What follows belongs to an exercise in optimizing a design on an open flow for small area, a short achievable clock period and few clock cycles per item; a production flow would make more cautious choices. RTL that was checked went through simulation tests only; none was proved equivalent to the original. Function not checked in run 2: the RTL went through the layout flow alone.

## flow/design.v (module list and top-level ports; edited modules follow where they fit)
// module cdd_pipe_ctrl: 25 lines
// module cdd_stage1: 1174 lines
// module cdd_stage2: 624 lines
// module cdd_final: 514 lines
// module cdd_clean: 40 lines
// module calendar_date_difference: 88 lines
module calendar_date_difference (
  input  logic                           clk_i,
  input  logic                           rst_ni,
  input  logic                           in_valid_i,
  output logic                           in_ready_o,
  input  logic [cdd_pkg::YEAR_W-1:0]     first_year_i,
  input  logic [cdd_pkg::MONTH_W-1:0]    first_month_i,
  input  logic [cdd_pkg::DAY_W-1:0]      first_day_i,
  input  logic [cdd_pkg::YEAR_W-1:0]     second_year_i,
  input  logic [cdd_pkg::MONTH_W-1:0]    second_month_i,
  input  logic [cdd_pkg::DAY_W-1:0]      second_day_i,
  output logic                           out_valid_o,
  input  logic                           out_ready_i,
  output logic [cdd_pkg::DIFF_W-1:0]     day_difference_o
);
  // ...
==> flow/flow/run.sh <==
#!/bin/bash
# Layout flow: the standard flow (standard.sh), with one change: the
# buffers that buffer_ports puts on every input and output port are
# sky130_fd_sc_hd__buf_1 instead of the cell OpenROAD picks by default.
set -euo pipefail
export BUFFER_PORTS_ARGS="-buffer_cell sky130_fd_sc_hd__buf_1"
bash standard.sh finish > standard_flow.log 2>&1
==> flow/standard.sh <==
#!/bin/bash
# synth_recipe.tcl (not shown) runs the flow's synth.tcl, then flattens the netlist and writes it again
# the make line also repeats each setting of config.mk as NAME=value (left out here)
make -C /OpenROAD-flow-scripts/flow DESIGN_CONFIG=/design/flow/config.mk WORK_HOME=/design/flow/orfs CLKGATE_MAP_FILE= SYNTH_SCRIPT=/design/flow/synth_recipe.tcl "${@:-finish}"
==> flow/config.mk <==
export PLATFORM = sky130hd
export DESIGN_NAME = calendar_date_difference
export DESIGN_NICKNAME = calendar_date_difference
export VERILOG_FILES = /design/flow/design.v
export SDC_FILE = /design/flow/constraint.sdc
export NUM_CORES = 4
export LEC_CHECK = 0
export CAP_MARGIN = 20
export CORE_MARGIN = 2
export CORE_UTILIZATION = 40
export SETUP_SLACK_MARGIN = 2.6
export SLEW_MARGIN = 20
==> flow/constraint.sdc <==
create_clock -name core_clock -period 7.0 [get_ports {clk_i}]
set_input_delay 1.4000 -clock core_clock [delete_from_list [all_inputs] [get_ports {clk_i}]]
set_output_delay 1.4000 -clock core_clock [all_outputs]
set_load 0.01 [all_outputs]
==> reports/metrics.csv, run 1 <==
metric;value;unit
status;no timing/DRC/antenna violations;
Synth area leaders;edfxtp_1 24%, fa_1 21%, ha_1 16%, inv_1 8.7%, xnor2_1 3.4%;
R2R Path Start;ga_q$_DFFE_PP_;
crit path DAT;4390;ps
Top Registers;cs_q: 44 flops, dt_q: 12 flops;
clk_skew;8.035;ps
commonest non-fill, non-tap cell in the layout;inv_1;
Max Root-Sink Buffers;2;
layout net count;1598;
Post-Route Utilization;45.20;%
DR WL met2;11.30;mm
Post-Synth Adder-Cell Area;36.60;%
largest register by flop count;cs_q;
simple-gate share of the synthesized area;9.414;%
synthesized cell area;0.01179;mm²
post-synthesis sequential area ratio;24.88;%
min cycle time layout;4313;ps
PortBufs;73;
worst reg-to-reg path cell count;10;
largest family of logic cells by synthesized area;adder cells;
r2r setup slk;2740;ps
Root Buffer;clkbuf_16;
global route overflow;0;
setup tns final;0;ps
FFs & Latches;98;
Testbench counts, summed over its fixed seeds: cycles 24,016, items 24,000.
==> inputs of run 2 (changes only) <==
--- a/flow/design.v
+++ b/flow/design.v
@@ -1515,16 +1515,60 @@
   logic s2_s295;
   logic s2_c296;
   logic s2_s297;
   logic s2_c298;
   logic s2_s299;
   logic s2_c300;
   logic s2_s301;
   logic s2_c302;
+  logic s2_s303;
+  logic s2_c304;
+  logic s2_s305;
+  logic s2_c306;
+  logic s2_s307;
+  logic s2_c308;
+  logic s2_s309;
+  logic s2_c310;
+  logic s2_s311;
+  logic s2_c312;
+  logic s2_s313;
+  logic s2_c314;
+  logic s2_s315;
+  logic s2_c316;
+  logic s2_s317;
+  logic s2_c318;
+  logic s2_s319;
+  logic s2_c320;
+  logic s2_s321;
+  logic s2_c322;
+  logic s2_s323;
+  logic s2_c324;
+  logic s2_s325;
+  logic s2_c326;
+  logic s2_s327;
+  logic s2_c328;
+  logic s2_s329;
+  logic s2_c330;
+  logic s2_s331;
+  logic s2_c332;
+  logic s2_s333;
+  logic s2_c334;
+  logic s2_s335;
+  logic s2_c336;
+  logic s2_s337;
+  logic s2_c338;
+  logic s2_s339;
+  logic s2_c340;
+  logic s2_s341;
+  logic s2_c342;
+  logic s2_s343;
+  logic s2_c344;
+  logic s2_s345;
+  logic s2_c346;
   always_comb begin
     k = 6'd0 - 6'(la_i) - (ga_i ? 6'd28 : 6'd0) + 6'(lb_i) + (gb_i ? 6'd28 : 6'd0);
   end
   assign s2_s1 = dt_i[0] ^ dt_i[1];
   assign s2_c2 = dt_i[0] | dt_i[1];
   assign s2_s3 = dt_i[0] ^ ra_i[0] ^ ua_i[0];
   assign s2_c4 = (dt_i[0] & ra_i[0]) | (dt_i[0] & ua_i[0]) | (ra_i[0] & ua_i[0]);
   assign s2_s5 = dt_i[1] ^ ra_i[1] ^ ua_i[1];
@@ -1820,109 +1864,153 @@
   assign s2_s295 = s2_c198 ^ s2_s244 ^ s2_c243;
   assign s2_c296 = (s2_c198 & s2_s244) | (s2_c198 & s2_c243) | (s2_s244 & s2_c243);
   assign s2_s297 = 1'b1 ^ s2_s246 ^ s2_c245;
   assign s2_c298 = (1'b1 & s2_s246) | (1'b1 & s2_c245) | (s2_s246 & s2_c245);
   assign s2_s299 = 1'b1 ^ s2_c247 ^ s2_s248;
   assign s2_c300 = (1'b1 & s2_c247) | (1'b1 & s2_s248) | (s2_c247 & s2_s248);
   assign s2_s301 = dt_i[10] ^ s2_i177 ^ s2_c249;
   assign s2_c302 = (dt_i[10] & s2_i177) | (dt_i[10] & s2_c249) | (s2_i177 & s2_c249);
-  assign cs_o = {dt_i[11], s2_c302, s2_s301, s2_c300, s2_s299, s2_c298, s2_s297, s2_c296, s2_s295, s2_c294, s2_s293, s2_c292, s2_s291, s2_c290, s2_s289, s2_c287, s2_s286, s2_c284, s2_s283, s2_c281, s2_s280, s2_c278, s2_s277, s2_c275, s2_s274, s2_c272, s2_s271, s2_c269, s2_s268, s2_c266, s2_s265, s2_c263, s2_s262, s2_c260, s2_s259, s2_c257, s2_s256, s2_c255, s2_s254, s2_c253, s2_s252, s2_c251, s2_s199, s2_s250};
+  assign s2_s303 = s2_s250 ^ s2_s199;
+  assign s2_c304 = ~s2_s250 & s2_s199;
+  assign s2_s305 = s2_c251 ^ s2_s252;
+  assign s2_c306 = s2_c251 & s2_s252;
+  assign s2_s307 = s2_c253 ^ s2_s254;
+  assign s2_c308 = s2_c253 & s2_s254;
+  assign s2_s309 = s2_c255 ^ s2_s256;
+  assign s2_c310 = s2_c255 & s2_s256;
+  assign s2_s311 = s2_c257 ^ s2_s259;
+  assign s2_c312 = s2_c257 & s2_s259;
+  assign s2_s313 = s2_c260 ^ s2_s262;
+  assign s2_c314 = s2_c260 & s2_s262;
+  assign s2_s315 = s2_c263 ^ s2_s265;
+  assign s2_c316 = s2_c263 & ~s2_s265;
+  assign s2_s317 = s2_c266 ^ s2_s268;
+  assign s2_c318 = ~s2_c266 & s2_s268;
+  assign s2_s319 = s2_c269 ^ s2_s271;
+  assign s2_c320 = s2_c269 & s2_s271;
+  assign s2_s321 = s2_c272 ^ s2_s274;
+  assign s2_c322 = s2_c272 & ~s2_s274;
+  assign s2_s323 = s2_c275 ^ s2_s277;
+  assign s2_c324 = s2_c275 | s2_s277;
+  assign s2_s325 = s2_c278 ^ s2_s280;
+  assign s2_c326 = s2_c278 | s2_s280;
+  assign s2_s327 = s2_c281 ^ s2_s283;
+  assign s2_c328 = ~s2_c281 & s2_s283;
+  assign s2_s329 = s2_c284 ^ s2_s286;
+  assign s2_c330 = s2_c284 & ~s2_s286;
+  assign s2_s331 = s2_c287 ^ s2_s289;
+  assign s2_c332 = s2_c287 | s2_s289;
+  assign s2_s333 = s2_c290 ^ s2_s291;
+  assign s2_c334 = ~s2_c290 & s2_s291;
+  assign s2_s335 = s2_c292 ^ s2_s293;
+  assign s2_c336 = s2_c292 & s2_s293;
+  assign s2_s337 = s2_c294 ^ s2_s295;
+  assign s2_c338 = s2_c294 & s2_s295;
+  assign s2_s339 = s2_c296 ^ s2_s297;
+  assign s2_c340 = s2_c296 & s2_s297;
+  assign s2_s341 = s2_c298 ^ s2_s299;
+  assign s2_c342 = s2_c298 & s2_s299;
+  assign s2_s343 = s2_c300 ^ s2_s301;
+  assign s2_c344 = s2_c300 & s2_s301;
+  assign s2_s345 = s2_c302 ^ dt_i[11];
+  assign s2_c346 = s2_c302 & ~dt_i[11];
+  assign cs_o = {s2_s345, s2_s343, s2_s341, s2_s339, s2_s337, s2_s335, s2_s333, s2_s331, s2_s329, s2_s327, s2_s325, s2_s323, s2_s321, s2_s319, s2_s317, s2_s315, s2_s313, s2_s311, s2_s309, s2_s307, s2_s305, s2_s303, s2_c346, s2_c344, s2_c342, s2_c340, s2_c338, s2_c336, s2_c334, s2_c332, s2_c330, s2_c328, s2_c326, s2_c324, s2_c322, s2_c320, s2_c318, s2_c316, s2_c314, s2_c312, s2_c310, s2_c308, s2_c306, s2_c304};
 endmodule
 module cdd_final (
   input  logic [43:0] cs_i,
   output logic [21:0] diff_o
 );
-  logic s3_s1;
-  logic s3_c2;
-  logic s3_s3;
-  logic s3_c4;
-  logic s3_s5;
-  logic s3_c6;
-  logic s3_s7;
-  logic s3_c8;
-  logic s3_s9;
-  logic s3_c10;
-  logic s3_s11;
-  logic s3_c12;
-  logic s3_s13;
-  logic s3_c14;
-  logic s3_s15;
-  logic s3_c16;
-  logic s3_s17;
-  logic s3_c18;
-  logic s3_s19;
-  logic s3_c20;
-  logic s3_s21;
-  logic s3_c22;
-  logic s3_s23;
-  logic s3_c24;
-  logic s3_s25;
-  logic s3_c26;
-  logic s3_s27;
-  logic s3_c28;
-  logic s3_s29;
-  logic s3_c30;
-  logic s3_s31;
-  logic s3_c32;
-  logic s3_s33;
-  logic s3_c34;
-  logic s3_s35;
-  logic s3_c36;
-  logic s3_s37;
-  logic s3_c38;
-  logic s3_s39;
-  logic s3_c40;
-  logic s3_s41;
-  logic s3_c42;
-  logic s3_s43;
-  logic s3_c44;
-  logic s3_g45;
-  logic s3_p46;
-  logic s3_g47;
-  logic s3_p48;
-  logic s3_g49;
-  logic s3_p50;
-  logic s3_g51;
-  logic s3_p52;
-  logic s3_g53;
-  logic s3_p54;
-  logic s3_g55;
-  logic s3_p56;
-  logic s3_g57;
-  logic s3_p58;
-  logic s3_g59;
-  logic s3_p60;
-  logic s3_g61;
-  logic s3_p62;
-  logic s3_g63;
-  logic s3_p64;
-  logic s3_g65;
-  logic s3_p66;
-  logic s3_g67;
-  logic s3_p68;
-  logic s3_g69;
-  logic s3_p70;
-  logic s3_g71;
-  logic s3_p72;
-  logic s3_g73;
-  logic s3_p74;
-  logic s3_g75;
-  logic s3_p76;
-  logic s3_g77;
-  logic s3_p78;
-  logic s3_g79;
-  logic s3_p80;
-  logic s3_g81;
-  logic s3_p82;
-  logic s3_g83;
-  logic s3_p84;
-  logic s3_g85;
-  logic s3_p86;
-  logic s3_g87;
+  logic s3_g1;
+  logic s3_p2;
+  logic s3_g3;
+  logic s3_p4;
+  logic s3_g5;
+  logic s3_p6;
+  logic s3_g7;
+  logic s3_p8;
+  logic s3_g9;
+  logic s3_p10;
+  logic s3_g11;
+  logic s3_p12;
+  logic s3_g13;
+  logic s3_p14;
+  logic s3_g15;
+  logic s3_p16;
+  logic s3_g17;
+  logic s3_p18;
+  logic s3_g19;
+  logic s3_p20;
+  logic s3_g21;
+  logic s3_p22;
+  logic s3_g23;
+  logic s3_p24;
+  logic s3_g25;
+  logic s3_p26;
+  logic s3_g27;
+  logic s3_p28;
+  logic s3_g29;
+  logic s3_p30;
+  logic s3_g31;
+  logic s3_p32;
+  logic s3_g33;
+  logic s3_p34;
+  logic s3_g35;
+  logic s3_p36;
+  logic s3_g37;
+  logic s3_p38;
+  logic s3_g39;
+  logic s3_p40;
+  logic s3_g41;
+  logic s3_p42;
+  logic s3_g43;
+  logic s3_g44;
+  logic s3_p45;
+  logic s3_g46;
+  logic s3_p47;
+  logic s3_g48;
+  logic s3_p49;
+  logic s3_g50;
+  logic s3_p51;
+  logic s3_g52;
+  logic s3_p53;
+  logic s3_g54;
+  logic s3_p55;
+  logic s3_g56;
+  logic s3_p57;
+  logic s3_g58;
+  logic s3_p59;
+  logic s3_g60;
+  logic s3_p61;
+  logic s3_g62;
+  logic s3_p63;
+  logic s3_g64;
+  logic s3_p65;
+  logic s3_g66;
+  logic s3_p67;
+  logic s3_g68;
+  logic s3_p69;
+  logic s3_g70;
+  logic s3_p71;
+  logic s3_g72;
+  logic s3_p73;
+  logic s3_g74;
+  logic s3_p75;
+  logic s3_g76;
+  logic s3_p77;
+  logic s3_g78;
+  logic s3_p79;
+  logic s3_g80;
+  logic s3_p81;
+  logic s3_g82;
+  logic s3_p83;
+  logic s3_g84;
+  logic s3_p85;
+  logic s3_g86;
+  logic s3_p87;
   logic s3_g88;
   logic s3_p89;
   logic s3_g90;
   logic s3_p91;
   logic s3_g92;
   logic s3_p93;
   logic s3_g94;
   logic s3_p95;
@@ -1993,358 +2081,270 @@
   logic s3_g160;
   logic s3_p161;
   logic s3_g162;
   logic s3_p163;
   logic s3_g164;
   logic s3_p165;
   logic s3_g166;
   logic s3_p167;
-  logic s3_g168;
-  logic s3_p169;
-  logic s3_g170;
-  logic s3_p171;
-  logic s3_g172;
-  logic s3_p173;
-  logic s3_g174;
-  logic s3_p175;
-  logic s3_g176;
-  logic s3_p177;
-  logic s3_g178;
-  logic s3_p179;
-  logic s3_g180;
-  logic s3_p181;
-  logic s3_g182;
-  logic s3_p183;
-  logic s3_g184;
-  logic s3_p185;
-  logic s3_g186;
-  logic s3_p187;
-  logic s3_g188;
-  logic s3_p189;
-  logic s3_g190;
-  logic s3_p191;
-  logic s3_g192;
-  logic s3_p193;
-  logic s3_g194;
-  logic s3_p195;
-  logic s3_g196;
-  logic s3_p197;
-  logic s3_g198;
-  logic s3_p199;
-  logic s3_g200;
-  logic s3_p201;
-  logic s3_g202;
-  logic s3_p203;
-  logic s3_g204;
-  logic s3_p205;
-  logic s3_g206;
-  logic s3_p207;
-  logic s3_g208;
-  logic s3_p209;
-  logic s3_g210;
-  logic s3_p211;
-  logic s3_r212;
-  logic s3_k213;
-  logic s3_r214;
-  logic s3_k215;
-  logic s3_r216;
-  logic s3_k217;
-  logic s3_r218;
-  logic s3_k219;
-  logic s3_r220;
-  logic s3_k221;
-  logic s3_r222;
-  logic s3_k223;
-  logic s3_r224;
-  logic s3_k225;
-  logic s3_r226;
-  logic s3_k227;
-  logic s3_r228;
-  logic s3_k229;
-  logic s3_r230;
-  logic s3_k231;
-  logic s3_r232;
-  logic s3_k233;
-  logic s3_r234;
-  logic s3_k235;
-  logic s3_r236;
-  logic s3_k237;
-  logic s3_r238;
-  logic s3_k239;
-  logic s3_r240;
-  logic s3_k241;
-  logic s3_r242;
-  logic s3_k243;
-  logic s3_r244;
-  logic s3_k245;
-  logic s3_r246;
-  logic s3_k247;
-  logic s3_r248;
-  logic s3_k249;
-  logic s3_r250;
-  logic s3_k251;
-  logic s3_r252;
-  logic s3_k253;
-  logic s3_r254;
-  assign s3_s1 = cs_i[0] ^ cs_i[1];
-  assign s3_c2 = ~cs_i[0] & cs_i[1];
-  assign s3_s3 = cs_i[2] ^ cs_i[3];
-  assign s3_c4 = cs_i[2] & cs_i[3];
-  assign s3_s5 = cs_i[4] ^ cs_i[5];
-  assign s3_c6 = cs_i[4] & cs_i[5];
-  assign s3_s7 = cs_i[6] ^ cs_i[7];
-  assign s3_c8 = cs_i[6] & cs_i[7];
-  assign s3_s9 = cs_i[8] ^ cs_i[9];
-  assign s3_c10 = cs_i[8] & cs_i[9];
-  assign s3_s11 = cs_i[10] ^ cs_i[11];
-  assign s3_c12 = cs_i[10] & cs_i[11];
-  assign s3_s13 = cs_i[12] ^ cs_i[13];
-  assign s3_c14 = cs_i[12] & ~cs_i[13];
-  assign s3_s15 = cs_i[14] ^ cs_i[15];
-  assign s3_c16 = ~cs_i[14] & cs_i[15];
-  assign s3_s17 = cs_i[16] ^ cs_i[17];
-  assign s3_c18 = cs_i[16] & cs_i[17];
-  assign s3_s19 = cs_i[18] ^ cs_i[19];
-  assign s3_c20 = cs_i[18] & ~cs_i[19];
-  assign s3_s21 = cs_i[20] ^ cs_i[21];
-  assign s3_c22 = cs_i[20] | cs_i[21];
-  assign s3_s23 = cs_i[22] ^ cs_i[23];
-  assign s3_c24 = cs_i[22] | cs_i[23];
-  assign s3_s25 = cs_i[24] ^ cs_i[25];
-  assign s3_c26 = ~cs_i[24] & cs_i[25];
-  assign s3_s27 = cs_i[26] ^ cs_i[27];
-  assign s3_c28 = cs_i[26] & ~cs_i[27];
-  assign s3_s29 = cs_i[28] ^ cs_i[29];
-  assign s3_c30 = cs_i[28] | cs_i[29];
-  assign s3_s31 = cs_i[30] ^ cs_i[31];
-  assign s3_c32 = ~cs_i[30] & cs_i[31];
-  assign s3_s33 = cs_i[32] ^ cs_i[33];
-  assign s3_c34 = cs_i[32] & cs_i[33];
-  assign s3_s35 = cs_i[34] ^ cs_i[35];
-  assign s3_c36 = cs_i[34] & cs_i[35];
-  assign s3_s37 = cs_i[36] ^ cs_i[37];
-  assign s3_c38 = cs_i[36] & cs_i[37];
-  assign s3_s39 = cs_i[38] ^ cs_i[39];
-  assign s3_c40 = cs_i[38] & cs_i[39];
-  assign s3_s41 = cs_i[40] ^ cs_i[41];
-  assign s3_c42 = cs_i[40] & cs_i[41];
-  assign s3_s43 = cs_i[42] ^ cs_i[43];
-  assign s3_c44 = cs_i[42] & ~cs_i[43];
-  assign s3_g45 = s3_c4 | (s3_s3 & s3_c2);
-  assign s3_p46 = s3_s3 & ~s3_s1;
-  assign s3_g47 = s3_c6 | (s3_s5 & s3_c4);
-  assign s3_p48 = s3_s5 & s3_s3;
-  assign s3_g49 = s3_c8 | (s3_s7 & s3_c6);
-  assign s3_p50 = s3_s7 & s3_s5;
-  assign s3_g51 = s3_c10 | (s3_s9 & s3_c8);
-  assign s3_p52 = s3_s9 & s3_s7;
-  assign s3_g53 = s3_c12 | (s3_s11 & s3_c10);
-  assign s3_p54 = s3_s11 & s3_s9;
-  assign s3_g55 = s3_c14 | (~s3_s13 & s3_c12);
-  assign s3_p56 = ~s3_s13 & s3_s11;
-  assign s3_g57 = s3_c16 | (~s3_s15 & s3_c14);
-  assign s3_p58 = ~s3_s15 & ~s3_s13;
-  assign s3_g59 = s3_c18 | (s3_s17 & s3_c16);
-  assign s3_p60 = s3_s17 & ~s3_s15;
-  assign s3_g61 = s3_c20 | (~s3_s19 & s3_c18);
-  assign s3_p62 = ~s3_s19 & s3_s17;
-  assign s3_g63 = ~s3_c22 | (s3_s21 & s3_c20);
-  assign s3_p64 = s3_s21 & ~s3_s19;
-  assign s3_g65 = ~s3_c24 | (s3_s23 & ~s3_c22);
-  assign s3_p66 = s3_s23 & s3_s21;
-  assign s3_g67 = s3_c26 | (~s3_s25 & ~s3_c24);
-  assign s3_p68 = ~s3_s25 & s3_s23;
-  assign s3_g69 = s3_c28 | (~s3_s27 & s3_c26);
-  assign s3_p70 = ~s3_s27 & ~s3_s25;
-  assign s3_g71 = ~s3_c30 | (s3_s29 & s3_c28);
-  assign s3_p72 = s3_s29 & ~s3_s27;
-  assign s3_g73 = s3_c32 | (~s3_s31 & ~s3_c30);
-  assign s3_p74 = ~s3_s31 & s3_s29;
-  assign s3_g75 = s3_c34 | (s3_s33 & s3_c32);
-  assign s3_p76 = s3_s33 & ~s3_s31;
-  assign s3_g77 = s3_c36 | (s3_s35 & s3_c34);
-  assign s3_p78 = s3_s35 & s3_s33;
-  assign s3_g79 = s3_c38 | (s3_s37 & s3_c36);
-  assign s3_p80 = s3_s37 & s3_s35;
-  assign s3_g81 = s3_c40 | (s3_s39 & s3_c38);
-  assign s3_p82 = s3_s39 & s3_s37;
-  assign s3_g83 = s3_c42 | (s3_s41 & s3_c40);
-  assign s3_p84 = s3_s41 & s3_s39;
-  assign s3_g85 = s3_c44 | (~s3_s43 & s3_c42);
-  assign s3_p86 = ~s3_s43 & s3_s41;
-  assign s3_g87 = 1'b1 & s3_c44;
-  assign s3_g88 = s3_g47 | (s3_p48 & s3_c2);
-  assign s3_p89 = s3_p48 & ~s3_s1;
-  assign s3_g90 = s3_g49 | (s3_p50 & s3_g45);
-  assign s3_p91 = s3_p50 & s3_p46;
-  assign s3_g92 = s3_g51 | (s3_p52 & s3_g47);
-  assign s3_p93 = s3_p52 & s3_p48;
-  assign s3_g94 = s3_g53 | (s3_p54 & s3_g49);
-  assign s3_p95 = s3_p54 & s3_p50;
-  assign s3_g96 = s3_g55 | (s3_p56 & s3_g51);
-  assign s3_p97 = s3_p56 & s3_p52;
-  assign s3_g98 = s3_g57 | (s3_p58 & s3_g53);
-  assign s3_p99 = s3_p58 & s3_p54;
-  assign s3_g100 = s3_g59 | (s3_p60 & s3_g55);
-  assign s3_p101 = s3_p60 & s3_p56;
-  assign s3_g102 = s3_g61 | (s3_p62 & s3_g57);
-  assign s3_p103 = s3_p62 & s3_p58;
-  assign s3_g104 = s3_g63 | (s3_p64 & s3_g59);
-  assign s3_p105 = s3_p64 & s3_p60;
-  assign s3_g106 = s3_g65 | (s3_p66 & s3_g61);
-  assign s3_p107 = s3_p66 & s3_p62;
-  assign s3_g108 = s3_g67 | (s3_p68 & s3_g63);
-  assign s3_p109 = s3_p68 & s3_p64;
-  assign s3_g110 = s3_g69 | (s3_p70 & s3_g65);
-  assign s3_p111 = s3_p70 & s3_p66;
-  assign s3_g112 = s3_g71 | (s3_p72 & s3_g67);
-  assign s3_p113 = s3_p72 & s3_p68;
-  assign s3_g114 = s3_g73 | (s3_p74 & s3_g69);
-  assign s3_p115 = s3_p74 & s3_p70;
-  assign s3_g116 = s3_g75 | (s3_p76 & s3_g71);
-  assign s3_p117 = s3_p76 & s3_p72;
-  assign s3_g118 = s3_g77 | (s3_p78 & s3_g73);
-  assign s3_p119 = s3_p78 & s3_p74;
-  assign s3_g120 = s3_g79 | (s3_p80 & s3_g75);
-  assign s3_p121 = s3_p80 & s3_p76;
-  assign s3_g122 = s3_g81 | (s3_p82 & s3_g77);
-  assign s3_p123 = s3_p82 & s3_p78;
-  assign s3_g124 = s3_g83 | (s3_p84 & s3_g79);
-  assign s3_p125 = s3_p84 & s3_p80;
-  assign s3_g126 = s3_g85 | (s3_p86 & s3_g81);
-  assign s3_p127 = s3_p86 & s3_p82;
-  assign s3_g128 = s3_g87 | (~s3_s43 & s3_g83);
-  assign s3_p129 = ~s3_s43 & s3_p84;
-  assign s3_g130 = s3_g92 | (s3_p93 & s3_c2);
-  assign s3_p131 = s3_p93 & ~s3_s1;
-  assign s3_g132 = s3_g94 | (s3_p95 & s3_g45);
-  assign s3_p133 = s3_p95 & s3_p46;
-  assign s3_g134 = s3_g96 | (s3_p97 & s3_g88);
-  assign s3_p135 = s3_p97 & s3_p89;
-  assign s3_g136 = s3_g98 | (s3_p99 & s3_g90);
-  assign s3_p137 = s3_p99 & s3_p91;
-  assign s3_g138 = s3_g100 | (s3_p101 & s3_g92);
-  assign s3_p139 = s3_p101 & s3_p93;
-  assign s3_g140 = s3_g102 | (s3_p103 & s3_g94);
-  assign s3_p141 = s3_p103 & s3_p95;
-  assign s3_g142 = s3_g104 | (s3_p105 & s3_g96);
-  assign s3_p143 = s3_p105 & s3_p97;
-  assign s3_g144 = s3_g106 | (s3_p107 & s3_g98);
-  assign s3_p145 = s3_p107 & s3_p99;
-  assign s3_g146 = s3_g108 | (s3_p109 & s3_g100);
-  assign s3_p147 = s3_p109 & s3_p101;
-  assign s3_g148 = s3_g110 | (s3_p111 & s3_g102);
-  assign s3_p149 = s3_p111 & s3_p103;
-  assign s3_g150 = s3_g112 | (s3_p113 & s3_g104);
-  assign s3_p151 = s3_p113 & s3_p105;
-  assign s3_g152 = s3_g114 | (s3_p115 & s3_g106);
-  assign s3_p153 = s3_p115 & s3_p107;
-  assign s3_g154 = s3_g116 | (s3_p117 & s3_g108);
-  assign s3_p155 = s3_p117 & s3_p109;
-  assign s3_g156 = s3_g118 | (s3_p119 & s3_g110);
-  assign s3_p157 = s3_p119 & s3_p111;
-  assign s3_g158 = s3_g120 | (s3_p121 & s3_g112);
-  assign s3_p159 = s3_p121 & s3_p113;
-  assign s3_g160 = s3_g122 | (s3_p123 & s3_g114);
-  assign s3_p161 = s3_p123 & s3_p115;
-  assign s3_g162 = s3_g124 | (s3_p125 & s3_g116);
-  assign s3_p163 = s3_p125 & s3_p117;
-  assign s3_g164 = s3_g126 | (s3_p127 & s3_g118);
-  assign s3_p165 = s3_p127 & s3_p119;
-  assign s3_g166 = s3_g128 | (s3_p129 & s3_g120);
-  assign s3_p167 = s3_p129 & s3_p121;
-  assign s3_g168 = s3_g138 | (s3_p139 & s3_c2);
-  assign s3_p169 = s3_p139 & ~s3_s1;
-  assign s3_g170 = s3_g140 | (s3_p141 & s3_g45);
-  assign s3_p171 = s3_p141 & s3_p46;
-  assign s3_g172 = s3_g142 | (s3_p143 & s3_g88);
-  assign s3_p173 = s3_p143 & s3_p89;
-  assign s3_g174 = s3_g144 | (s3_p145 & s3_g90);
-  assign s3_p175 = s3_p145 & s3_p91;
-  assign s3_g176 = s3_g146 | (s3_p147 & s3_g130);
-  assign s3_p177 = s3_p147 & s3_p131;
-  assign s3_g178 = s3_g148 | (s3_p149 & s3_g132);
-  assign s3_p179 = s3_p149 & s3_p133;
-  assign s3_g180 = s3_g150 | (s3_p151 & s3_g134);
-  assign s3_p181 = s3_p151 & s3_p135;
-  assign s3_g182 = s3_g152 | (s3_p153 & s3_g136);
-  assign s3_p183 = s3_p153 & s3_p137;
-  assign s3_g184 = s3_g154 | (s3_p155 & s3_g138);
-  assign s3_p185 = s3_p155 & s3_p139;
-  assign s3_g186 = s3_g156 | (s3_p157 & s3_g140);
-  assign s3_p187 = s3_p157 & s3_p141;
-  assign s3_g188 = s3_g158 | (s3_p159 & s3_g142);
-  assign s3_p189 = s3_p159 & s3_p143;
-  assign s3_g190 = s3_g160 | (s3_p161 & s3_g144);
-  assign s3_p191 = s3_p161 & s3_p145;
-  assign s3_g192 = s3_g162 | (s3_p163 & s3_g146);
-  assign s3_p193 = s3_p163 & s3_p147;
-  assign s3_g194 = s3_g164 | (s3_p165 & s3_g148);
-  assign s3_p195 = s3_p165 & s3_p149;
-  assign s3_g196 = s3_g166 | (s3_p167 & s3_g150);
-  assign s3_p197 = s3_p167 & s3_p151;
-  assign s3_g198 = s3_g184 | (s3_p185 & s3_c2);
-  assign s3_p199 = s3_p185 & ~s3_s1;
-  assign s3_g200 = s3_g186 | (s3_p187 & s3_g45);
-  assign s3_p201 = s3_p187 & s3_p46;
-  assign s3_g202 = s3_g188 | (s3_p189 & s3_g88);
-  assign s3_p203 = s3_p189 & s3_p89;
-  assign s3_g204 = s3_g190 | (s3_p191 & s3_g90);
-  assign s3_p205 = s3_p191 & s3_p91;
-  assign s3_g206 = s3_g192 | (s3_p193 & s3_g130);
-  assign s3_p207 = s3_p193 & s3_p131;
-  assign s3_g208 = s3_g194 | (s3_p195 & s3_g132);
-  assign s3_p209 = s3_p195 & s3_p133;
-  assign s3_g210 = s3_g196 | (s3_p197 & s3_g134);
-  assign s3_p211 = s3_p197 & s3_p135;
-  assign s3_r212 = ~s3_s1 ^ s3_g208 ^ ~s3_g208;
-  assign s3_k213 = s3_c2 | (~s3_s1 & s3_g208);
-  assign s3_r214 = s3_s3 ^ s3_k213 ^ ~s3_g208;
-  assign s3_k215 = s3_g45 | (s3_p46 & s3_g208);
-  assign s3_r216 = s3_s5 ^ s3_k215 ^ ~s3_g208;
-  assign s3_k217 = s3_g88 | (s3_p89 & s3_g208);
-  assign s3_r218 = s3_s7 ^ s3_k217 ^ ~s3_g208;
-  assign s3_k219 = s3_g90 | (s3_p91 & s3_g208);
-  assign s3_r220 = s3_s9 ^ s3_k219 ^ ~s3_g208;
-  assign s3_k221 = s3_g130 | (s3_p131 & s3_g208);
-  assign s3_r222 = s3_s11 ^ s3_k221 ^ ~s3_g208;
-  assign s3_k223 = s3_g132 | (s3_p133 & s3_g208);
-  assign s3_r224 = ~s3_s13 ^ s3_k223 ^ ~s3_g208;
-  assign s3_k225 = s3_g134 | (s3_p135 & s3_g208);
-  assign s3_r226 = ~s3_s15 ^ s3_k225 ^ ~s3_g208;
-  assign s3_k227 = s3_g136 | (s3_p137 & s3_g208);
-  assign s3_r228 = s3_s17 ^ s3_k227 ^ ~s3_g208;
-  assign s3_k229 = s3_g168 | (s3_p169 & s3_g208);
-  assign s3_r230 = ~s3_s19 ^ s3_k229 ^ ~s3_g208;
-  assign s3_k231 = s3_g170 | (s3_p171 & s3_g208);
-  assign s3_r232 = s3_s21 ^ s3_k231 ^ ~s3_g208;
-  assign s3_k233 = s3_g172 | (s3_p173 & s3_g208);
-  assign s3_r234 = s3_s23 ^ s3_k233 ^ ~s3_g208;
-  assign s3_k235 = s3_g174 | (s3_p175 & s3_g208);
-  assign s3_r236 = ~s3_s25 ^ s3_k235 ^ ~s3_g208;
-  assign s3_k237 = s3_g176 | (s3_p177 & s3_g208);
-  assign s3_r238 = ~s3_s27 ^ s3_k237 ^ ~s3_g208;
-  assign s3_k239 = s3_g178 | (s3_p179 & s3_g208);
-  assign s3_r240 = s3_s29 ^ s3_k239 ^ ~s3_g208;
-  assign s3_k241 = s3_g180 | (s3_p181 & s3_g208);
-  assign s3_r242 = ~s3_s31 ^ s3_k241 ^ ~s3_g208;
-  assign s3_k243 = s3_g182 | (s3_p183 & s3_g208);
-  assign s3_r244 = s3_s33 ^ s3_k243 ^ ~s3_g208;
-  assign s3_k245 = s3_g198 | (s3_p199 & s3_g208);
-  assign s3_r246 = s3_s35 ^ s3_k245 ^ ~s3_g208;
-  assign s3_k247 = s3_g200 | (s3_p201 & s3_g208);
-  assign s3_r248 = s3_s37 ^ s3_k247 ^ ~s3_g208;
-  assign s3_k249 = s3_g202 | (s3_p203 & s3_g208);
-  assign s3_r250 = s3_s39 ^ s3_k249 ^ ~s3_g208;
-  assign s3_k251 = s3_g204 | (s3_p205 & s3_g208);
-  assign s3_r252 = s3_s41 ^ s3_k251 ^ ~s3_g208;
-  assign s3_k253 = s3_g206 | (s3_p207 & s3_g208);
-  assign s3_r254 = ~s3_s43 ^ s3_k253 ^ ~s3_g208;
-  assign diff_o = {s3_r254, s3_r252, s3_r250, s3_r248, s3_r246, s3_r244, s3_r242, s3_r240, s3_r238, s3_r236, s3_r234, s3_r232, s3_r230, s3_r228, s3_r226, s3_r224, s3_r222, s3_r220, s3_r218, s3_r216, s3_r214, s3_r212};
+  logic s3_r168;
+  logic s3_k169;
+  logic s3_r170;
+  logic s3_k171;
+  logic s3_r172;
+  logic s3_k173;
+  logic s3_r174;
+  logic s3_k175;
+  logic s3_r176;
+  logic s3_k177;
+  logic s3_r178;
+  logic s3_k179;
+  logic s3_r180;
+  logic s3_k181;
+  logic s3_r182;
+  logic s3_k183;
+  logic s3_r184;
+  logic s3_k185;
+  logic s3_r186;
+  logic s3_k187;
+  logic s3_r188;
+  logic s3_k189;
+  logic s3_r190;
+  logic s3_k191;
+  logic s3_r192;
+  logic s3_k193;
+  logic s3_r194;
+  logic s3_k195;
+  logic s3_r196;
+  logic s3_k197;
+  logic s3_r198;
+  logic s3_k199;
+  logic s3_r200;
+  logic s3_k201;
+  logic s3_r202;
+  logic s3_k203;
+  logic s3_r204;
+  logic s3_k205;
+  logic s3_r206;
+  logic s3_k207;
+  logic s3_r208;
+  logic s3_k209;
+  logic s3_r210;
+  assign s3_g1 = cs_i[1] | (cs_i[23] & cs_i[0]);
+  assign s3_p2 = cs_i[23] & ~cs_i[22];
+  assign s3_g3 = cs_i[2] | (cs_i[24] & cs_i[1]);
+  assign s3_p4 = cs_i[24] & cs_i[23];
+  assign s3_g5 = cs_i[3] | (cs_i[25] & cs_i[2]);
+  assign s3_p6 = cs_i[25] & cs_i[24];
+  assign s3_g7 = cs_i[4] | (cs_i[26] & cs_i[3]);
+  assign s3_p8 = cs_i[26] & cs_i[25];
+  assign s3_g9 = cs_i[5] | (cs_i[27] & cs_i[4]);
+  assign s3_p10 = cs_i[27] & cs_i[26];
+  assign s3_g11 = cs_i[6] | (~cs_i[28] & cs_i[5]);
+  assign s3_p12 = ~cs_i[28] & cs_i[27];
+  assign s3_g13 = cs_i[7] | (~cs_i[29] & cs_i[6]);
+  assign s3_p14 = ~cs_i[29] & ~cs_i[28];
+  assign s3_g15 = cs_i[8] | (cs_i[30] & cs_i[7]);
+  assign s3_p16 = cs_i[30] & ~cs_i[29];
+  assign s3_g17 = cs_i[9] | (~cs_i[31] & cs_i[8]);
+  assign s3_p18 = ~cs_i[31] & cs_i[30];
+  assign s3_g19 = ~cs_i[10] | (cs_i[32] & cs_i[9]);
+  assign s3_p20 = cs_i[32] & ~cs_i[31];
+  assign s3_g21 = ~cs_i[11] | (cs_i[33] & ~cs_i[10]);
+  assign s3_p22 = cs_i[33] & cs_i[32];
+  assign s3_g23 = cs_i[12] | (~cs_i[34] & ~cs_i[11]);
+  assign s3_p24 = ~cs_i[34] & cs_i[33];
+  assign s3_g25 = cs_i[13] | (~cs_i[35] & cs_i[12]);
+  assign s3_p26 = ~cs_i[35] & ~cs_i[34];
+  assign s3_g27 = ~cs_i[14] | (cs_i[36] & cs_i[13]);
+  assign s3_p28 = cs_i[36] & ~cs_i[35];
+  assign s3_g29 = cs_i[15] | (~cs_i[37] & ~cs_i[14]);
+  assign s3_p30 = ~cs_i[37] & cs_i[36];
+  assign s3_g31 = cs_i[16] | (cs_i[38] & cs_i[15]);
+  assign s3_p32 = cs_i[38] & ~cs_i[37];
+  assign s3_g33 = cs_i[17] | (cs_i[39] & cs_i[16]);
+  assign s3_p34 = cs_i[39] & cs_i[38];
+  assign s3_g35 = cs_i[18] | (cs_i[40] & cs_i[17]);
+  assign s3_p36 = cs_i[40] & cs_i[39];
+  assign s3_g37 = cs_i[19] | (cs_i[41] & cs_i[18]);
+  assign s3_p38 = cs_i[41] & cs_i[40];
+  assign s3_g39 = cs_i[20] | (cs_i[42] & cs_i[19]);
+  assign s3_p40 = cs_i[42] & cs_i[41];
+  assign s3_g41 = cs_i[21] | (~cs_i[43] & cs_i[20]);
+  assign s3_p42 = ~cs_i[43] & cs_i[42];
+  assign s3_g43 = 1'b1 & cs_i[21];
+  assign s3_g44 = s3_g3 | (s3_p4 & cs_i[0]);
+  assign s3_p45 = s3_p4 & ~cs_i[22];
+  assign s3_g46 = s3_g5 | (s3_p6 & s3_g1);
+  assign s3_p47 = s3_p6 & s3_p2;
+  assign s3_g48 = s3_g7 | (s3_p8 & s3_g3);
+  assign s3_p49 = s3_p8 & s3_p4;
+  assign s3_g50 = s3_g9 | (s3_p10 & s3_g5);
+  assign s3_p51 = s3_p10 & s3_p6;
+  assign s3_g52 = s3_g11 | (s3_p12 & s3_g7);
+  assign s3_p53 = s3_p12 & s3_p8;
+  assign s3_g54 = s3_g13 | (s3_p14 & s3_g9);
+  assign s3_p55 = s3_p14 & s3_p10;
+  assign s3_g56 = s3_g15 | (s3_p16 & s3_g11);
+  assign s3_p57 = s3_p16 & s3_p12;
+  assign s3_g58 = s3_g17 | (s3_p18 & s3_g13);
+  assign s3_p59 = s3_p18 & s3_p14;
+  assign s3_g60 = s3_g19 | (s3_p20 & s3_g15);
+  assign s3_p61 = s3_p20 & s3_p16;
+  assign s3_g62 = s3_g21 | (s3_p22 & s3_g17);
+  assign s3_p63 = s3_p22 & s3_p18;
+  assign s3_g64 = s3_g23 | (s3_p24 & s3_g19);
+  assign s3_p65 = s3_p24 & s3_p20;
+  assign s3_g66 = s3_g25 | (s3_p26 & s3_g21);
+  assign s3_p67 = s3_p26 & s3_p22;
+  assign s3_g68 = s3_g27 | (s3_p28 & s3_g23);
+  assign s3_p69 = s3_p28 & s3_p24;
+  assign s3_g70 = s3_g29 | (s3_p30 & s3_g25);
+  assign s3_p71 = s3_p30 & s3_p26;
+  assign s3_g72 = s3_g31 | (s3_p32 & s3_g27);
+  assign s3_p73 = s3_p32 & s3_p28;
+  assign s3_g74 = s3_g33 | (s3_p34 & s3_g29);
+  assign s3_p75 = s3_p34 & s3_p30;
+  assign s3_g76 = s3_g35 | (s3_p36 & s3_g31);
+  assign s3_p77 = s3_p36 & s3_p32;
+  assign s3_g78 = s3_g37 | (s3_p38 & s3_g33);
+  assign s3_p79 = s3_p38 & s3_p34;
+  assign s3_g80 = s3_g39 | (s3_p40 & s3_g35);
+  assign s3_p81 = s3_p40 & s3_p36;
+  assign s3_g82 = s3_g41 | (s3_p42 & s3_g37);
+  assign s3_p83 = s3_p42 & s3_p38;
+  assign s3_g84 = s3_g43 | (~cs_i[43] & s3_g39);
+  assign s3_p85 = ~cs_i[43] & s3_p40;
+  assign s3_g86 = s3_g48 | (s3_p49 & cs_i[0]);
+  assign s3_p87 = s3_p49 & ~cs_i[22];
+  assign s3_g88 = s3_g50 | (s3_p51 & s3_g1);
+  assign s3_p89 = s3_p51 & s3_p2;
+  assign s3_g90 = s3_g52 | (s3_p53 & s3_g44);
+  assign s3_p91 = s3_p53 & s3_p45;
+  assign s3_g92 = s3_g54 | (s3_p55 & s3_g46);
+  assign s3_p93 = s3_p55 & s3_p47;
+  assign s3_g94 = s3_g56 | (s3_p57 & s3_g48);
+  assign s3_p95 = s3_p57 & s3_p49;
+  assign s3_g96 = s3_g58 | (s3_p59 & s3_g50);
+  assign s3_p97 = s3_p59 & s3_p51;
+  assign s3_g98 = s3_g60 | (s3_p61 & s3_g52);
+  assign s3_p99 = s3_p61 & s3_p53;
+  assign s3_g100 = s3_g62 | (s3_p63 & s3_g54);
+  assign s3_p101 = s3_p63 & s3_p55;
+  assign s3_g102 = s3_g64 | (s3_p65 & s3_g56);
+  assign s3_p103 = s3_p65 & s3_p57;
+  assign s3_g104 = s3_g66 | (s3_p67 & s3_g58);
+  assign s3_p105 = s3_p67 & s3_p59;
+  assign s3_g106 = s3_g68 | (s3_p69 & s3_g60);
+  assign s3_p107 = s3_p69 & s3_p61;
+  assign s3_g108 = s3_g70 | (s3_p71 & s3_g62);
+  assign s3_p109 = s3_p71 & s3_p63;
+  assign s3_g110 = s3_g72 | (s3_p73 & s3_g64);
+  assign s3_p111 = s3_p73 & s3_p65;
+  assign s3_g112 = s3_g74 | (s3_p75 & s3_g66);
+  assign s3_p113 = s3_p75 & s3_p67;
+  assign s3_g114 = s3_g76 | (s3_p77 & s3_g68);
+  assign s3_p115 = s3_p77 & s3_p69;
+  assign s3_g116 = s3_g78 | (s3_p79 & s3_g70);
+  assign s3_p117 = s3_p79 & s3_p71;
+  assign s3_g118 = s3_g80 | (s3_p81 & s3_g72);
+  assign s3_p119 = s3_p81 & s3_p73;
+  assign s3_g120 = s3_g82 | (s3_p83 & s3_g74);
+  assign s3_p121 = s3_p83 & s3_p75;
+  assign s3_g122 = s3_g84 | (s3_p85 & s3_g76);
+  assign s3_p123 = s3_p85 & s3_p77;
+  assign s3_g124 = s3_g94 | (s3_p95 & cs_i[0]);
+  assign s3_p125 = s3_p95 & ~cs_i[22];
+  assign s3_g126 = s3_g96 | (s3_p97 & s3_g1);
+  assign s3_p127 = s3_p97 & s3_p2;
+  assign s3_g128 = s3_g98 | (s3_p99 & s3_g44);
+  assign s3_p129 = s3_p99 & s3_p45;
+  assign s3_g130 = s3_g100 | (s3_p101 & s3_g46);
+  assign s3_p131 = s3_p101 & s3_p47;
+  assign s3_g132 = s3_g102 | (s3_p103 & s3_g86);
+  assign s3_p133 = s3_p103 & s3_p87;
+  assign s3_g134 = s3_g104 | (s3_p105 & s3_g88);
+  assign s3_p135 = s3_p105 & s3_p89;
+  assign s3_g136 = s3_g106 | (s3_p107 & s3_g90);
+  assign s3_p137 = s3_p107 & s3_p91;
+  assign s3_g138 = s3_g108 | (s3_p109 & s3_g92);
+  assign s3_p139 = s3_p109 & s3_p93;
+  assign s3_g140 = s3_g110 | (s3_p111 & s3_g94);
+  assign s3_p141 = s3_p111 & s3_p95;
+  assign s3_g142 = s3_g112 | (s3_p113 & s3_g96);
+  assign s3_p143 = s3_p113 & s3_p97;
+  assign s3_g144 = s3_g114 | (s3_p115 & s3_g98);
+  assign s3_p145 = s3_p115 & s3_p99;
+  assign s3_g146 = s3_g116 | (s3_p117 & s3_g100);
+  assign s3_p147 = s3_p117 & s3_p101;
+  assign s3_g148 = s3_g118 | (s3_p119 & s3_g102);
+  assign s3_p149 = s3_p119 & s3_p103;
+  assign s3_g150 = s3_g120 | (s3_p121 & s3_g104);
+  assign s3_p151 = s3_p121 & s3_p105;
+  assign s3_g152 = s3_g122 | (s3_p123 & s3_g106);
+  assign s3_p153 = s3_p123 & s3_p107;
+  assign s3_g154 = s3_g140 | (s3_p141 & cs_i[0]);
+  assign s3_p155 = s3_p141 & ~cs_i[22];
+  assign s3_g156 = s3_g142 | (s3_p143 & s3_g1);
+  assign s3_p157 = s3_p143 & s3_p2;
+  assign s3_g158 = s3_g144 | (s3_p145 & s3_g44);
+  assign s3_p159 = s3_p145 & s3_p45;
+  assign s3_g160 = s3_g146 | (s3_p147 & s3_g46);
+  assign s3_p161 = s3_p147 & s3_p47;
+  assign s3_g162 = s3_g148 | (s3_p149 & s3_g86);
+  assign s3_p163 = s3_p149 & s3_p87;
+  assign s3_g164 = s3_g150 | (s3_p151 & s3_g88);
+  assign s3_p165 = s3_p151 & s3_p89;
+  assign s3_g166 = s3_g152 | (s3_p153 & s3_g90);
+  assign s3_p167 = s3_p153 & s3_p91;
+  assign s3_r168 = ~cs_i[22] ^ s3_g164 ^ ~s3_g164;
+  assign s3_k169 = cs_i[0] | (~cs_i[22] & s3_g164);
+  assign s3_r170 = cs_i[23] ^ s3_k169 ^ ~s3_g164;
+  assign s3_k171 = s3_g1 | (s3_p2 & s3_g164);
+  assign s3_r172 = cs_i[24] ^ s3_k171 ^ ~s3_g164;
+  assign s3_k173 = s3_g44 | (s3_p45 & s3_g164);
+  assign s3_r174 = cs_i[25] ^ s3_k173 ^ ~s3_g164;
+  assign s3_k175 = s3_g46 | (s3_p47 & s3_g164);
+  assign s3_r176 = cs_i[26] ^ s3_k175 ^ ~s3_g164;
+  assign s3_k177 = s3_g86 | (s3_p87 & s3_g164);
+  assign s3_r178 = cs_i[27] ^ s3_k177 ^ ~s3_g164;
+  assign s3_k179 = s3_g88 | (s3_p89 & s3_g164);
+  assign s3_r180 = ~cs_i[28] ^ s3_k179 ^ ~s3_g164;
+  assign s3_k181 = s3_g90 | (s3_p91 & s3_g164);
+  assign s3_r182 = ~cs_i[29] ^ s3_k181 ^ ~s3_g164;
+  assign s3_k183 = s3_g92 | (s3_p93 & s3_g164);
+  assign s3_r184 = cs_i[30] ^ s3_k183 ^ ~s3_g164;
+  assign s3_k185 = s3_g124 | (s3_p125 & s3_g164);
+  assign s3_r186 = ~cs_i[31] ^ s3_k185 ^ ~s3_g164;
+  assign s3_k187 = s3_g126 | (s3_p127 & s3_g164);
+  assign s3_r188 = cs_i[32] ^ s3_k187 ^ ~s3_g164;
+  assign s3_k189 = s3_g128 | (s3_p129 & s3_g164);
+  assign s3_r190 = cs_i[33] ^ s3_k189 ^ ~s3_g164;
+  assign s3_k191 = s3_g130 | (s3_p131 & s3_g164);
+  assign s3_r192 = ~cs_i[34] ^ s3_k191 ^ ~s3_g164;
+  assign s3_k193 = s3_g132 | (s3_p133 & s3_g164);
+  assign s3_r194 = ~cs_i[35] ^ s3_k193 ^ ~s3_g164;
+  assign s3_k195 = s3_g134 | (s3_p135 & s3_g164);
+  assign s3_r196 = cs_i[36] ^ s3_k195 ^ ~s3_g164;
+  assign s3_k197 = s3_g136 | (s3_p137 & s3_g164);
+  assign s3_r198 = ~cs_i[37] ^ s3_k197 ^ ~s3_g164;
+  assign s3_k199 = s3_g138 | (s3_p139 & s3_g164);
+  assign s3_r200 = cs_i[38] ^ s3_k199 ^ ~s3_g164;
+  assign s3_k201 = s3_g154 | (s3_p155 & s3_g164);
+  assign s3_r202 = cs_i[39] ^ s3_k201 ^ ~s3_g164;
+  assign s3_k203 = s3_g156 | (s3_p157 & s3_g164);
+  assign s3_r204 = cs_i[40] ^ s3_k203 ^ ~s3_g164;
+  assign s3_k205 = s3_g158 | (s3_p159 & s3_g164);
+  assign s3_r206 = cs_i[41] ^ s3_k205 ^ ~s3_g164;
+  assign s3_k207 = s3_g160 | (s3_p161 & s3_g164);
+  assign s3_r208 = cs_i[42] ^ s3_k207 ^ ~s3_g164;
+  assign s3_k209 = s3_g162 | (s3_p163 & s3_g164);
+  assign s3_r210 = ~cs_i[43] ^ s3_k209 ^ ~s3_g164;
+  assign diff_o = {s3_r210, s3_r208, s3_r206, s3_r204, s3_r202, s3_r200, s3_r198, s3_r196, s3_r194, s3_r192, s3_r190, s3_r188, s3_r186, s3_r184, s3_r182, s3_r180, s3_r178, s3_r176, s3_r174, s3_r172, s3_r170, s3_r168};
 endmodule
 module cdd_clean (
   input  logic [13:0] year_i,
   input  logic [3:0]  month_i,
   input  logic [4:0]  day_i,
   input  logic [11:0] prod_i,
   output logic [11:0] t_o,      
   output logic [1:0]  r_o,      
==> flow/flow/run.sh (replaced) <==
#!/bin/bash
# Layout flow: the standard flow (standard.sh), with one change: the
# buffers that buffer_ports puts on every input and output port are
# sky130_fd_sc_hd__buf_2 instead of the cell OpenROAD picks by default.
set -euo pipefail
export BUFFER_PORTS_ARGS="-buffer_cell sky130_fd_sc_hd__buf_2"
bash standard.sh finish > standard_flow.log 2>&1
==> reports/metrics.csv, run 2 <==
metric;value;unit;change
vias in the first global route;8333;;was 8099
detailed-route via count;8504;;was 8073
register area;0.002933;mm²;unchanged
synthesized cell area;0.01215;mm²;was 0.01179 mm²
crit share post-route;63.79;%;was 61.62%
max FFs per register;44;;unchanged
Warnings, synthesis;4;;unchanged
Clk Latency, worst-skew pair;350;ps;was 340 ps
CTS Hold Bufs;0;;unchanged
Final setup violation count;0;;unchanged
number of synthesized register bits;98;;unchanged
Total Wirelength;24.94;mm;was 24.56 mm
post-synthesis sequential area ratio;24.14;%;was 24.88%
first-pass GRT wire length;41.43;mm;was 40.59 mm
setup tns final;0;ps;unchanged
Synth area leader;edfxtp_1;;unchanged
Synth Flop Type;edfxtp_1;;unchanged
instance count on the critical path;13;;was 11
Critical Path Start Type;flip-flop;;was primary input
first-pass detailed-route iteration total;6;;was 4
io pins;74;;unchanged
antenna viol nets, final;0;;unchanged
routed length on met3;936;µm;was 669 µm
Worst path most repeated cell;fa_2;;
Synth Area in XOR/XNOR;4.685;%;was 5.052%
Post-Synth Adder-Cell Area;35.61;%;was 36.60%
Unique masters post-synth;74;;was 57
CTS Sinks;98;;unchanged
Max Root-Sink Buffers;2;;unchanged
simple-gate share of the synthesized area;10.60;%;was 9.414%
TritonCTS clock tree;yes;;unchanged
Synth area leaders;edfxtp_1 24%, fa_1 20%, ha_1 15%, inv_1 9.3%, xnor2_1 3.2%;;was edfxtp_1 24%, fa_1 21%, ha_1 16%, inv_1 8.7%, xnor2_1 3.4%
Multi-input gate area;0.007959;mm²;was 0.007861 mm²
largest register by flop count;cs_q;;unchanged
CP required;7090;ps;was 7080 ps
hold path cells;1;;unchanged
Compound-Gate Fraction of Synth Area;11.69;%;was 11.62%
worst slew margin relative to its limit;33.64;%;was 32.60%
Crit Path Class;flip-flop to flip-flop;;was primary input to flip-flop
Critical Path Sink Type;flip-flop;;unchanged
commonest cells in the netlist;300 x inv_1, 149 x ha_1, 123 x fa_1, 96 x edfxtp_1, 66 x a21oi_1;;was 274 x inv_1, 148 x ha_1, 123 x fa_1, 96 x edfxtp_1, 72 x nor2_1
antenna violations before repair;0;;unchanged
DRC viols;0;;unchanged
largest family of logic cells by synthesized area;adder cells;;unchanged
H-tree Lvls;3;;unchanged
Worst path slowest cell;fa_2;;was fa_1
die area;0.03179;mm²;was 0.03086 mm²
Mapped Avg Cell Area;9.660;µm²;was 9.687 µm²
Synth top area share;23.72;%;was 24.45%
core footprint;0.02980;mm²;was 0.02886 mm²
Hold Fails Final Rpt;0;;unchanged
min cycle time layout;4465;ps;was 4313 ps
Max-Cap Viols;0;;unchanged
wire per inst;14.55;µm;was 14.74 µm
max-slew violation count;0;;unchanged
Worst-Margin Slew;995.5;ps;was 1011 ps
Post-Route Utilization;44.56;%;was 45.20%
PortBufs;73;;unchanged
post-synthesis cell count;1258;;was 1217
Post-synth ARST share;2.041;%;unchanged
post-synthesis mux area share;1.925;%;was 1.719%
global route overflow;0;;unchanged
Syn Nets;1580;;was 1538
worst reg-to-reg path cell count;13;;was 10
crit-path cells;fa_2 > inv_2 > ha_4 > o211ai_1 > o21ai_1 > fa_1 > fa_2 > fa_2 > inv_2 > fa_2 > fa_1 > inv_1 > ha_1;;was buf_2 > fa_1 > fa_1 > ha_4 > a21o_1 > a221o_1 > o31a_1 > a221o_1 > a21oi_2 > xnor2_1 > a21oi_1
Antenna Cells;0;;unchanged
CP delay by family, top;adder cells;;was compound AO/OA/AOI/OAI gates
largest net degree at the start of global routing;54;;was 55
clock slew at reported path FFs;70;ps;was 60 ps
most frequent cells in the layout;294 x inv_1, 147 x ha_1, 117 x fa_1;;was 264 x inv_1, 139 x ha_1, 121 x fa_1
Crit Path Max Fanout;4;;unchanged
CP peak stage delay;600;ps;was 560 ps
Post-synth EDFFs;96;;unchanged
starting density of the core;40.78;%;was 40.85%
all-layer global routing usage;16.44;%;was 16.46%
f_max;223.9;MHz;was 231.9 MHz
worst path buffer plus inverter count;3;;was 1
crit path DAT;4560;ps;was 4390 ps
row cnt;63;;was 62
clk_skew;12.07;ps;was 8.035 ps
GPL Wtd Cong;0.9040;;was 0.8801
Highest Signal Layer;met4;;unchanged
Die Span Y;178.3;µm;was 175.7 µm
CTS buffer count;9;;unchanged
worst hold path type;flip-flop to flip-flop;;unchanged
DP Wirelength;21.44;mm;was 20.81 mm
layout cells sized above 1;12.01;%;was 8.658%
Via density;4.961;;was 4.846
1st-iter DRT viols;475;;was 470
count leader, synth;inv_1;;unchanged
Area Growth Syn to Fin;9.257;%;was 10.63%
commonest non-fill, non-tap cell in the layout;inv_1;;unchanged
Top Registers;cs_q: 44 flops, dt_q: 12 flops;;unchanged
wl on met1;12.21;mm;was 12.26 mm
layout net count;1641;;was 1598
status;no timing/DRC/antenna violations;;unchanged
RSZ-0062 raised after global routing;yes;;unchanged
fillcell total;2917;;was 2811
Root Buffer;clkbuf_16;;unchanged
DR WL met2;11.50;mm;was 11.30 mm
Die Wd;178.3;µm;was 175.7 µm
## run 2: what timing repair did
action	4_1_cts	5_1_grt
endpoints found under the setup margin	11	20
setup buffers	4	8
resized for setup	8	24
endpoints found under the hold margin	0	0
pin swaps	8	7
## run 2: metal layers
metal,vias up,track usage [%]
met5,-,0
li1,4280,-
met4,0,3.421
met1,4037,23.06
met2,171,27.62
met3,16,1.748
## run 2: cell type report
cell class | instances | area share, %
inverter | 303 | 8.604
timing repair buffer | 87 | 3.572
multi-input combinational | 820 | 59.95
clock inverter | 6 | 0.3864
clock buffer | 10 | 1.725
sequential | 98 | 22.09
tap | 390 | 3.675
## run 2: final timing paths
kind,from,endpoint,slack [ps]
worst max-delay path,ga_q$_DFFE_PP_,cs_q[27]$_DFFE_PP_,2530
worst min-delay path,u_ctrl.v1_q$_DFFE_PN0P_,u_ctrl.v2_q$_DFFE_PN0P_,470
worst max register to register,ga_q$_DFFE_PP_,cs_q[27]$_DFFE_PP_,2530
worst min register to register,u_ctrl.v1_q$_DFFE_PN0P_,u_ctrl.v2_q$_DFFE_PN0P_,470
max in group asynchronous,rst_ni,u_ctrl.v2_q$_DFFE_PN0P_,6090
min in group asynchronous,rst_ni,u_ctrl.v1_q$_DFFE_PN0P_,820
## run 2: logic make-up after synthesis
group | Yosys count
buf+inv | 340
mux | 22
simple gates | 247
flops | 98
fa+ha+maj | 272
xor+xnor | 65
compound gates | 214
## run 2: worst register-to-register path, delay by kind of cell (launching register included)
kind / cells / cell delay, ps
AO/OA/AOI/OAI: 2 / 210
adder cells (fa/ha/maj): 8 / 3430
flip-flops: 1 / 430
buffers and inverters: 3 / 140
## run 2: per-stage QoR
| step | setup WS [ps] | hold WS [ps] | cell area (µm²) | instances |
|---|---|---|---|---|
| floorplan | 2602 | 435.1 | 12170 | 1258 |
| global placement | 2174 | 446.4 | 12800 | 1686 |
| detailed placement | 1946 | 450.6 | 12800 | 1686 |
| CTS | 2462 | 477.3 | 13130 | 1706 |
| global route | 2411 | 492.4 | 13280 | 1714 |
| finish | 2535 | 472.4 | 13280 | 1714 |

## re-timing with driven ports
How much do the figures lean on ideal ports? The routed layouts below were timed once more, with nothing changed but the port constraints. Step 1 (the two cells are an assumption about what drives the block):
set clk [get_ports {clk_i}]
set_driving_cell -lib_cell sky130_fd_sc_hd__clkbuf_16 $clk
set_driving_cell -lib_cell sky130_fd_sc_hd__buf_2 [delete_from_list [all_inputs] $clk]
Step 2 times the ports against the registers' clock, not the clock port: input delays grow and output delays shrink by t, the midpoint of the rising clock arrivals with the driver on. Three values: ideal, step 1, step 2; two values: the first two.
run | shift t [ns] | setup WS [ns] | hold slack, ns | latest minus earliest clock arrival (ns) | cell pins on the clock port's net
run 1 | 0.383 | 2.687 / 2.674 / 2.327 | 0.469 / 0.469 / 0.469 | 0.011 / 0.011 | 1
run 2 | 0.388 | 2.535 / 2.535 / 2.419 | 0.472 / 0.472 / 0.472 | 0.012 / 0.012 | 1
After both steps setup and hold are still met in every run listed. For run 1, which loses most, drivers alone change the setup slack by -0.013 ns; drivers and shift together by -0.360 ns.
